Source: an optimization exercise on an open RTL-to-GDS flow (aim: small area). Production flows keep margins and buffers that such runs may drop.
In this exercise RTL edits were held to simulation tests only and were not proved equivalent to the original.
Power and IR drop assume default switching activity.

### flow/flow/run.sh
#!/bin/bash
# The standard layout with two changes:
#  - synthesis is the standard one except that ABC maps with an area-oriented script
#    (area.abc) and full adders are left to ABC instead of the adder map
#  - every port gets the smallest buffer (buf_1)
set -euo pipefail
cd "$(dirname "$0")/.."
W=$(pwd)
cat > "$W/area_synth.tcl" <<EOT
proc abc {args} {
  set i [lsearch -exact \$args -script]
  if {\$i >= 0} { lset args [expr {\$i + 1}] $W/flow/area.abc }
  yosys abc {*}\$args
}
source $W/synth_recipe.tcl
EOT
export BUFFER_PORTS_ARGS="-buffer_cell sky130_fd_sc_hd__buf_1"
bash standard.sh SYNTH_SCRIPT="$W/area_synth.tcl" ADDER_MAP_FILE= finish > standard_flow.log 2>&1
### flow/flow/area.abc
strash
&get -n
&deepsyn -J 100 -T 600
&put
dch -f
amap
topo
dnsize
### flow/standard.sh
#!/bin/bash
# synth_recipe.tcl (not shown) runs the flow's synth.tcl, then flattens the netlist and writes it again
# the make line also repeats each setting of config.mk as NAME=value (left out here)
make -C /OpenROAD-flow-scripts/flow DESIGN_CONFIG=/design/flow/config.mk WORK_HOME=/design/flow/orfs CLKGATE_MAP_FILE= SYNTH_SCRIPT=/design/flow/synth_recipe.tcl "${@:-finish}"
### flow/config.mk
export PLATFORM = sky130hd
export DESIGN_NAME = processor
export DESIGN_NICKNAME = processor
export VERILOG_FILES = /design/flow/design.v
export SDC_FILE = /design/flow/constraint.sdc
export NUM_CORES = 4
export LEC_CHECK = 0
export CAP_MARGIN = 20
export CORE_MARGIN = 2
export CORE_UTILIZATION = 40
export CTS_BUF_LIST = sky130_fd_sc_hd__clkbuf_8
export CTS_CLUSTER_DIAMETER = 100
export CTS_CLUSTER_SIZE = 25
export SLEW_MARGIN = 20
### flow/constraint.sdc
create_clock -name core_clock -period 10.0 [get_ports {clock}]
set_input_delay 2.0000 -clock core_clock [delete_from_list [all_inputs] [get_ports {clock}]]
set_output_delay 2.0000 -clock core_clock [all_outputs]
set_load 0.01 [all_outputs]
### flow/design.v
`timescale 1ns/1ns
module processor (
    input  logic        clock,
    input  logic        reset,
    output logic [31:0] address_imem,
    input  logic [31:0] q_imem,
    output logic [31:0] address_dmem,
    output logic [31:0] data,
    output logic        wren,
    input  logic [31:0] q_dmem,
    output logic        ctrl_writeEnable,
    output logic [4:0]  ctrl_writeReg,
    output logic [4:0]  ctrl_readRegA,
    output logic [4:0]  ctrl_readRegB,
    output logic [31:0] data_writeReg,
    input  logic [31:0] data_readRegA,
    input  logic [31:0] data_readRegB
);
    localparam logic [2:0] EXEC  = 3'b000;
    localparam logic [2:0] SHIFT = 3'b001;
    localparam logic [2:0] BIMM  = 3'b010;
    localparam logic [2:0] LINK  = 3'b011;
    localparam logic [2:0] PC0   = 3'b100;
    localparam logic [2:0] PCB   = 3'b101;
    localparam logic [2:0] PCJ   = 3'b110;
    localparam logic [2:0] PCJL  = 3'b111;
    logic [31:0] pc;
    logic [31:0] res;
    logic [2:0]  ph;
    logic [1:0]  j;
    logic [2:0]  np;
    logic        carry;
    logic        nz;
    logic [31:0] ins;
    logic [4:0]  op, rd, rs, rt, fn;
    logic [1:0]  sq;
    logic [2:0]  sr;
    assign ins = q_imem;
    assign op  = ins[31:27];
    assign rd  = ins[26:22];
    assign rs  = ins[21:17];
    assign rt  = ins[16:12];
    assign sq  = ins[11:10];
    assign sr  = ins[9:7];
    assign fn  = ins[6:2];
    logic is_r, is_lw, is_sw, is_bne, is_br, is_jmp, is_jal, is_shift, is_sra, is_sub, writes;
    assign is_r     = (op == 5'd0);
    assign is_jal   = (op == 5'd3);
    assign is_jmp   = (op == 5'd1) | is_jal;
    assign is_bne   = (op == 5'd2);
    assign is_br    = is_bne | (op == 5'd6);
    assign is_sw    = (op == 5'd7);
    assign is_lw    = (op == 5'd8);
    assign is_shift = is_r & (fn[4:1] == 4'b0010);
    assign is_sra   = fn[0];
    assign is_sub   = (is_r & (fn == 5'd1)) | is_br;
    assign writes   = (is_r | (op == 5'd5) | is_lw) & (rd != 5'd0);
    assign ctrl_readRegA = rs;
    assign ctrl_readRegB = is_r ? rt : rd;
    logic in_exec, in_shift, in_pc, last, first;
    assign in_exec  = (ph == EXEC);
    assign in_shift = (ph == SHIFT);
    assign in_pc    = ph[2];
    assign last     = (j == 2'd3);
    assign first    = (j == 2'd0);
    logic [31:0] ext;
    logic [1:0]  ia;
    logic        a_ok;
    logic [7:0]  a_raw, a_lo, b_chunk;
    assign ia      = !is_shift ? j : (is_sra ? (j + sq) : (j - sq));
    assign a_ok    = !is_shift || (is_sra ? ({1'b0, j} + {1'b0, sq} <= 3'd3) : (j >= sq));
    assign a_raw   = data_readRegA[ia*8 +: 8];
    assign a_lo    = a_ok ? a_raw : {8{is_sra & data_readRegA[31]}};
    assign ext     = {is_jmp ? 5'd0 : {5{ins[16]}},
                      is_jmp ? ins[26:17] : {10{ins[16]}},
                      ins[16:0]};
    assign b_chunk = ((is_r | is_br) && ph != BIMM) ? data_readRegB[j*8 +: 8] : ext[j*8 +: 8];
    logic [7:0] add_a, add_b;
    logic       cin;
    logic [8:0] sum;
    always_comb begin
        if (in_pc) begin
            add_a = pc[7:0];
            add_b = (ph[0] & !ph[1]) ? res[7:0] : 8'd0;
        end else if (in_shift) begin
            add_a = res[7:0];
            add_b = res[7:0];
        end else begin
            add_a = a_lo;
            add_b = is_shift ? 8'd0 : (b_chunk ^ {8{is_sub}});
        end
    end
    assign cin = first ? (in_pc | (in_exec & is_sub)) : carry;
    assign sum = {1'b0, add_a} + {1'b0, add_b} + {8'd0, cin};
    logic [7:0] result;
    always_comb begin
        if (in_pc) begin
            result = sum[7:0];
        end else if (in_shift) begin
            result = is_sra ? {(last ? res[7] : res[8]), res[7:1]} : sum[7:0];
        end else if (is_jmp || ph == BIMM) begin
            result = b_chunk;
        end else if (is_r) begin
            case (fn)
                5'd0, 5'd1, 5'd4, 5'd5: result = sum[7:0];
                5'd2:    result = a_lo & b_chunk;
                5'd3:    result = a_lo | b_chunk;
                default: result = 8'd0;
            endcase
        end else begin
            result = sum[7:0];
        end
    end
    logic ne, lt_ab, taken;
    assign ne    = nz | (sum[7:0] != 8'd0);
    assign lt_ab = sum[7] ^ ((a_lo[7] ^ b_chunk[7]) & (a_lo[7] ^ sum[7]));
    assign taken = is_bne ? ne : (ne & !lt_ab);
    always_ff @(posedge clock) begin
        res   <= {result, res[31:8]};
        carry <= sum[8];
        nz    <= (first ? 1'b0 : nz) | (sum[7:0] != 8'd0);
        np    <= in_exec ? 3'd0 : (np + {2'd0, last});
    end
    always_ff @(posedge clock) begin
        if (reset || in_pc) begin
            pc <= {(reset ? 8'd0 : (ph[1] ? res[7:0] : sum[7:0])), pc[31:8]};
        end
    end
    always_ff @(posedge clock) begin
        if (reset) begin
            ph <= EXEC;
            j  <= 2'd0;
        end else begin
            j <= j + 2'd1;
            if (last) begin
                case (ph)
                    EXEC: begin
                        if (is_shift && sr != 3'd0) ph <= SHIFT;
                        else if (is_br && taken)    ph <= BIMM;
                        else if (is_jmp)            ph <= is_jal ? PCJL : PCJ;
                        else                        ph <= PC0;
                    end
                    SHIFT:   ph <= (np + 3'd1 == sr) ? PC0 : SHIFT;
                    BIMM:    ph <= PCB;
                    PCJL:    ph <= LINK;
                    default: ph <= EXEC;
                endcase
            end
        end
    end
    assign address_imem     = pc;
    assign address_dmem     = res;
    assign data             = data_readRegB;
    assign wren             = in_pc & first & is_sw;
    assign ctrl_writeEnable = first & ((in_pc & writes) | (ph == LINK));
    assign ctrl_writeReg    = rd | {5{ph == LINK}};
    assign data_writeReg    = (is_lw & !ph[0]) ? q_dmem : res;
endmodule
==> reports/qor.txt, run 1 <==
status - timing/DRC/antenna clean
initial antenna violation count - 0
Setup Buffers After CTS - 0
Leak - 1.88 nW
Vias - 5,167
Seq/Total Area, Yosys - 41.7%
Post-synth EDFFs - 32
hold buffers post-CTS - 0
Syn Nets - 652
Overflow after GRT - 0
CTS HTree Levels - 3
slowest stage cell, crit path - a21oi_1
Final Hold Violating Endpoints - 0
startpoint types - primary input
TritonRoute pass-1 iters - 5
final wirelength - 17,800 microns
Final Max Tran Viols - 0
Fmax - 112 MHz
post-placement worst setup slack - 0.894 ns
vias in the first global route - 4,673
CTS max path bufs - 2
WP data required - 10.24 ns
post-DP HPWL - 14,200 microns
pwr dens - 217 nW/um^2
worst hold path type - flip-flop to flip-flop
final setup fails - 0
dpl cell area - 5270 sq um
Critical Path Max Stage Delay - 0.55 ns
fin crit share - 89.5%
critical path's top delay family - compound AO/OA/AOI/OAI gates
slew margin rel. - 24.8%
PnR worst setup slack - 1.05 ns
Area Overhead vs Synth - 27.0%
synthesized area - 4320 sq um
WL/cell - 19.5 microns
most common cell after layout, fill and taps aside - buf_1
# diodes - 0
cell area after layout - 5480 sq um
clk sinks - 74
Total GRT Usage - 29.4%
clock-pin slew on the worst setup and hold paths - 0.07 ns
Top FF cell, synth - dfxtp_1
setup_tns - 0 ns
post-layout min period - 8.95 ns
Worst EP arrival - 9.19 ns
placer congestion estimate - 0.983
met3 GRT Util - 7.02%
Unique masters post-synth - 43
Die Y - 108 microns
core area - 10,400 sq um
Max Fanout on Critical Path - 9
global-route wire length before repair - 25,500 microns
Async SR Flop Fraction - 0%
syn_area_per_cell - 8.27 sq um
die area - 11,600 sq um
Max Cap Viol - 0
TritonCTS clock tree - yes
io pins - 275
row count - 37
Nets - 904
Die X - 108 microns
worst skew pair latency - 0.36 ns
share of post-route cells with drive strength above 1 - 2.31%
PostCTS Resize Cnt - 0
DR iter-0 viols - 461
Setup Skew - 0.00919 ns
actual slew at the worst max-slew pin - 1.12 ns
unrepaired setup endpoints after global routing - false
Peak VDD IR - 0.204 mV
Cells after Synth - 522
Hold WS - 0.370 ns
Worst path most repeated cell - o21ai_0
gr busiest metal - met2
CTS Buf Count - 9
Routed Antenna Nets - 0
number of remaining DRC errors - 0
Port-buffer cells - 274
largest net degree at the start of global routing - 41
met1 Resource Use GR - 40.3%
final core occ - 52.6%
Crit Path Category - primary input to flip-flop
GR Util met2 - 46.5%
Syn. warnings - 1
CP Capture Type - flip-flop
CTS root buffer - clkbuf_8
via/cell ratio - 5.65
Seq cells post-synth - 74
Starting Density - 41.5%
WP buf/inv - 3
most frequent cells in the layout - buf_1 (274), nor2_1 (79), o21ai_0 (53), clkinv_1 (49), dfxtp_1 (42)
==> report_power, final <==
group / internal (mW) / total, mW / switching (mW)
clock: 0.118 / 0.225 / 0.106
sequential: 0.414 / 0.486 / 0.0719
combinational: 0.161 / 0.477 / 0.316
==> metal layers <==
metal | share of wire (%) | wire (microns)
met4 | 2.0 | 352
met3 | 10 | 1850
met5 | 0 | 0
met1 | 42 | 7520
met2 | 45 | 8100
==> worst paths after layout <==
kind	startpoint	to	slack, ns	depth (start not counted)
max	q_imem[27]	ph[2]	1.05	32
min	res[17]	res[9]	0.37	0
max reg2reg	j[0]	ph[2]	2.74	27
min reg2reg	res[17]	res[9]	0.37	0
==> state kept, by name, summed over array words and instances, names as in the netlist <==
name	count
carry	1
pc	32
res	32
j	2
np	3
ph	3
nz	1
==> final cells by class <==
cell class,instances,area (sq um)
Clock buffer,10,138
Clock inverter,6,51.3
Fill cell,1045,4930
Inverter,49,184
Multi-Input combinational cell,362,2060
Sequential cell,74,1800
Tap cell,136,170
Timing Repair Buffer,278,1080
==> cells by family (layout without fill, tap and decap cells) <==
kind of cell / count (synthesis) / after routing / share of synthesized area (%)
DFF: 74 / 74 / 41.7
and+or+nand+nor: 159 / 159 / 16.4
AOI/OAI and AO/OA: 203 / 203 / 31.2
buffers and inverters: 86 / 343 / 10.7
==> synth_stat cells, types with 2 or more instances <==
master	instances	area, sq um
nor2_1	79	297
o21ai_0	53	265
nor3_1	15	75.1
o32ai_1	3	26.3
a22o_1	26	228
nor2b_1	3	18.8
o21a_1	4	30.0
or3_1	4	25.0
o22a_1	4	35.0
a32o_1	3	30.0
o221ai_1	10	87.6
o211ai_1	2	15.0
a211oi_1	4	30.0
o22ai_1	34	213
a221oi_1	5	43.8
and3_1	2	12.5
nand3_1	7	35.0
nor4_1	3	18.8
a22oi_1	5	37.5
or2_0	15	93.8
nand3b_1	2	15.0
a31oi_1	3	18.8
edfxtp_1	32	961
nand2_1	26	97.6
a21oi_1	33	165
dfxtp_1	42	841
buf_4	37	278
clkinv_1	49	184
o31ai_1	3	22.5
==> worst register-to-register path, delay by kind of cell, from the launching register on <==
family | cells | cell delay, ns
AO/OA/AOI/OAI | 16 | 4.24
buffers and inverters | 3 | 0.82
flip-flops | 1 | 0.67
AND/OR/NAND/NOR | 8 | 1.44
==> metrics by stage <==
| step | power [mW] | cells |
|---|---|---|
| 6_report | 1.19 | 915 |
| 5_1_grt | 1.26 | 915 |
| 4_1_cts | 1.19 | 914 |
| 3_5_place_dp | 0.959 | 898 |
| 3_3_place_gp | 0.961 | 898 |
| 2_1_floorplan | 0.744 | 522 |
==> run 2, diff against run 1 <==
==> flow/flow/run.sh (replaced) <==
#!/bin/bash
# The standard layout, with the smallest buffer on every port
set -euo pipefail
cd "$(dirname "$0")/.."
export BUFFER_PORTS_ARGS="-buffer_cell sky130_fd_sc_hd__buf_1"
bash standard.sh finish > standard_flow.log 2>&1
--- a/flow/config.mk
+++ b/flow/config.mk
@@ -9,6 +9,4 @@
 export CORE_MARGIN = 2
 export CORE_UTILIZATION = 40
-export CTS_BUF_LIST = sky130_fd_sc_hd__clkbuf_8
-export CTS_CLUSTER_DIAMETER = 100
-export CTS_CLUSTER_SIZE = 25
+export CTS_BUF_LIST = sky130_fd_sc_hd__clkbuf_4 sky130_fd_sc_hd__clkbuf_8
 export SLEW_MARGIN = 20
removed: flow/flow/area.abc
==> run 2 against run 1 <==
  * Still clean
  * Count of clock-buffer cells in the layout down 1
  * Synthesized area rose by 29%
  * Setup slack improved by 2.5 ns
  * Total power increased by 31%
  * Fmax increased by 39%
  * Die area rose by 28%
  * Non-clock buffer count grew 3
  * Sequential power increased by 12%
  * Wire length up 8.3%
  * Design area grew 22%
  * Critical endpoint is now res[30]
  * Largest power group is now combinational logic
  * Highest routed layer unchanged
==> reports/qor.txt, run 2 <==
Max Fanout on Critical Path - 15 (was 9)
Peak VDD IR - 0.188 mV (was 0.204 mV)
cell area after layout - 6700 sq um (was 5480 sq um)
CTS max path bufs - 2 (unchanged)
# diodes - 0 (unchanged)
placer congestion estimate - 0.938 (was 0.983)
CTS HTree Levels - 3 (unchanged)
Max Cap Viol - 0 (unchanged)
top flop regs - pc: 32 flops, res: 32 flops (unchanged)
setup_tns - 0 ns (unchanged)
Vias - 5,677 (was 5,167)
PnR worst setup slack - 3.58 ns (was 1.05 ns)
via/cell ratio - 5.58 (was 5.65)
reg2reg end - res[30] (was ph[2])
DR iter-0 viols - 424 (was 461)
share of post-route cells with drive strength above 1 - 10.5% (was 2.31%)
largest net degree at the start of global routing - 36 (was 41)
most common cell after layout, fill and taps aside - buf_1 (unchanged)
met1 Resource Use GR - 34.5% (was 40.3%)
worst hold stages - 0 (unchanged)
Worst R2R Path Depth - 19 (was 27)
post-DP HPWL - 15,300 microns (was 14,200 microns)
Leak - 2.49 nW (was 1.88 nW)
WP buf/inv - 1 (was 3)
Async SR Flop Fraction - 0% (unchanged)
number of remaining DRC errors - 0 (unchanged)
Seq/Total Area, Yosys - 32.4% (was 41.7%)
Area contributors post-synth - edfxtp_1 (17%), dfxtp_1 (15%), mux2_2 (7.5%), buf_4 (5.0%), mux2i_1 (4.1%) (was edfxtp_1 (22%), dfxtp_1 (19%), nor2_1 (6.9%), buf_4 (6.4%), o21ai_0 (6.1%))
Top FF cell, synth - dfxtp_1 (unchanged)
Total GRT Usage - 25.1% (was 29.4%)
Routed Antenna Nets - 0 (unchanged)
Reg-to-Reg Start - j[0] (unchanged)
CTS Buf Count - 9 (unchanged)
final wirelength - 19,300 microns (was 17,800 microns)
vias in the first global route - 5,242 (was 4,673)
critical path's top delay family - compound AO/OA/AOI/OAI gates (unchanged)
worst skew pair latency - 0.36 ns (about the same)
core area - 13,700 sq um (was 10,400 sq um)
Starting Density - 40.6% (was 41.5%)
synthesized area - 5570 sq um (was 4320 sq um)
Nets - 983 (was 904)
fin crit share - 64.2% (was 89.5%)
Hold WS - 0.366 ns (was 0.370 ns)
Post-synth EDFFs - 32 (unchanged)
r2r setup slk - 4.70 ns (was 2.74 ns)
actual slew at the worst max-slew pin - 0.909 ns (was 1.12 ns)
CTS root buffer - clkbuf_8 (unchanged)
hold path startpoint - res[19] (was res[17])
met3 GRT Util - 3.65% (was 7.02%)
Setup Buffers After CTS - 0 (unchanged)
GR Util met2 - 42.1% (was 46.5%)
clk sinks - 74 (unchanged)
pwr dens - 231 nW/um^2 (was 217 nW/um^2)
largest area contributor in the netlist - edfxtp_1 (unchanged)
post-placement worst setup slack - 3.25 ns (was 0.894 ns)
Seq cells post-synth - 74 (unchanged)
Crit Path Category - primary input to flip-flop (unchanged)
most frequent cells in the layout - buf_1 (274), nor2_1 (49), dfxtp_1 (42), nand2_1 (40), mux2_2 (37) (was buf_1 (274), nor2_1 (79), o21ai_0 (53), clkinv_1 (49), dfxtp_1 (42))
Final Max Tran Viols - 0 (unchanged)
io pins - 275 (unchanged)
slew margin rel. - 38.5% (was 24.8%)
hold buffers post-CTS - 0 (unchanged)
top-area cell type share of the netlist area - 17.3% (was 22.2%)
final setup fails - 0 (unchanged)
Unique masters post-synth - 73 (was 43)
fillers - 1,379 (was 1,045)
Setup Skew - 0.00766 ns (was 0.00919 ns)
CP Capture Type - flip-flop (unchanged)
Cells after Synth - 605 (was 522)
Die Y - 122 microns (was 108 microns)
WP data required - 10.28 ns (was 10.24 ns)
Area Overhead vs Synth - 20.4% (was 27.0%)
WL/cell - 19.0 microns (was 19.5 microns)
Syn. warnings - 1 (unchanged)
crit path cell chain - buf_1, or4b_1, o311a_4, a211o_1, mux4_2, xor2_1, nor2_1, a21oi_1, fa_1, fa_1, nand2b_1, a21oi_1, o32a_1, nand2_1, a2111oi_0, a41oi_1, o211ai_1
PostCTS Resize Cnt - 0 (unchanged)
startpoint types - primary input (unchanged)
gr busiest metal - met2 (unchanged)
top-count cell post-synth - nor2_1 (unchanged)
clock-pin slew on the worst setup and hold paths - 0.08 ns (was 0.07 ns)
Die X - 122 microns (was 108 microns)
Port-buffer cells - 274 (unchanged)
post-layout min period - 6.42 ns (was 8.95 ns)
worst hold path type - flip-flop to flip-flop (unchanged)
TritonCTS clock tree - yes (unchanged)
Fmax - 156 MHz (was 112 MHz)
dpl cell area - 6450 sq um (was 5270 sq um)
Worst Hold End - res[11] (was res[9])
TritonRoute pass-1 iters - 5 (unchanged)
slowest stage cell, crit path - or4b_1 (was a21oi_1)
Critical Path Max Stage Delay - 0.84 ns (was 0.55 ns)
most common library cells after synthesis - nor2_1 (49), dfxtp_1 (42), nand2_1 (40) (was nor2_1 (79), o21ai_0 (53), clkinv_1 (49))
Final Hold Violating Endpoints - 0 (unchanged)
global-route wire length before repair - 28,600 microns (was 25,500 microns)
initial antenna violation count - 0 (unchanged)
die area - 14,900 sq um (was 11,600 sq um)
status - timing/DRC/antenna clean (unchanged)
Overflow after GRT - 0 (unchanged)
row count - 43 (was 37)
Syn Nets - 756 (was 652)
Worst EP arrival - 6.70 ns (was 9.19 ns)
syn_area_per_cell - 9.21 sq um (was 8.27 sq um)
unrepaired setup endpoints after global routing - false (unchanged)
run 2: cell count changes after synthesis, moves of 10 or more:
cell | previous run | this run
ha_1 | 0 | 17
or2_0 | 15 | 0
clkbuf_1 | 0 | 17
o22ai_1 | 34 | 15
xor2_1 | 0 | 12
mux2i_1 | 0 | 23
mux2_2 | 0 | 37
inv_1 | 0 | 24
nand2_1 | 26 | 40
nand2b_1 | 1 | 11
nor2_1 | 79 | 49
o21ai_0 | 53 | 27
a22o_1 | 26 | 1
clkinv_1 | 49 | 0
run 2: layer usage:
metal,vias up,wire (microns)
met5,-,0
met4,0,206
met3,15,1430
met2,265,9190
met1,2723,8470
li1,2674,-
run 2: how the worst max path moves through the flow:
stage                from      end  slack (ns)  cells after the start
2_1_floorplan  q_imem[29]    ph[2]        4.01                     18
5_1_grt        q_imem[29]    ph[2]        3.27                     17
4_1_cts        q_imem[29]  res[30]        3.64                     17
6_report       q_imem[29]  res[30]        3.58                     17
3_5_place_dp   q_imem[29]  res[30]        3.25                     17
3_3_place_gp   q_imem[29]    ph[2]        3.38                     17
run 2: final cells by class:
cell class	instances	area (sq um)	area share (%)
clock buffers	9	124	1.85
clock inverters	7	124	1.85
inverters	25	93.8	1.40
multi-input cells	441	3250	48.5
flip-flops and latches	74	1800	26.9
well taps	180	225	3.36
repair buffers	281	1080	16.1
run 2: worst register-to-register path, delay by kind of cell (launching register included):
family	cells	cell delay [ns]
adders and majority gates	4	1.57
AOI/OAI and AO/OA	9	1.99
muxes	1	0.16
DFF	1	0.31
buffers and inverters	2	0.57
and+or+nand+nor	3	0.64
run 2: cells by family after synthesis:
kind of cell             after synthesis  synth area share (%)
flip-flops                            74                  32.4
AO/OA/AOI/OAI                        155                  19.4
adder cells (fa/ha/maj)               21                  5.26
AND/OR/NAND/NOR                      182                  16.8
XOR/XNOR                              16                  2.52
buffers and inverters                 90                  9.23
multiplexers                          67                  14.4
run 2: metrics by stage:
| stage | instances | utilization, % | total power [mW] |
|---|---|---|---|
| floorplan | 605 | - | 0.960 |
| global placement | 1001 | 47.0 | 1.26 |
| detailed placement | 1001 | 47.0 | 1.26 |
| CTS | 1017 | 48.9 | 1.56 |
| global route | 1017 | 48.9 | 1.65 |
| finish | 1017 | 48.9 | 1.55 |
run 2: where the power goes:
group          switching, mW  internal, mW  leakage, nW
Clock                  0.120         0.168        0.120
Sequential             0.114         0.429        0.672
Combinational          0.443         0.277         1.70
Total                  0.677         0.874         2.49

[static timing again, ports no longer ideal]
No port has a modelled driver above. Below, the same layouts with a new extraction and two added sets of constraints.
Step 1 (the two cells are an assumption about what drives the block):
set clk [get_ports {clock}]
set_driving_cell -lib_cell sky130_fd_sc_hd__clkbuf_16 $clk
set_driving_cell -lib_cell sky130_fd_sc_hd__buf_2 [delete_from_list [all_inputs] $clk]
Step 2 adds t to the input delays and takes it off the output delays; t is the mean of the earliest and latest rising clock arrival at the registers after step 1. Input paths then give back, and output paths get back, about the clock's delay inside the block.
a / b / c = ideal / step 1 / step 2; a / b = the first two.
run	t (ns)	setup WS [ns]	worst setup path at the end	clock arrival spread, ns
run 1	0.391	1.048 / 1.061 / 0.671	input to register	0.009 / 0.009
run 2	0.384	3.578 / 3.577 / 3.193	input to register	0.008 / 0.008
After both steps every run listed still meets setup and hold. For run 2, which loses most, drivers alone change the setup slack by -0.001 ns; drivers and shift together by -0.385 ns.
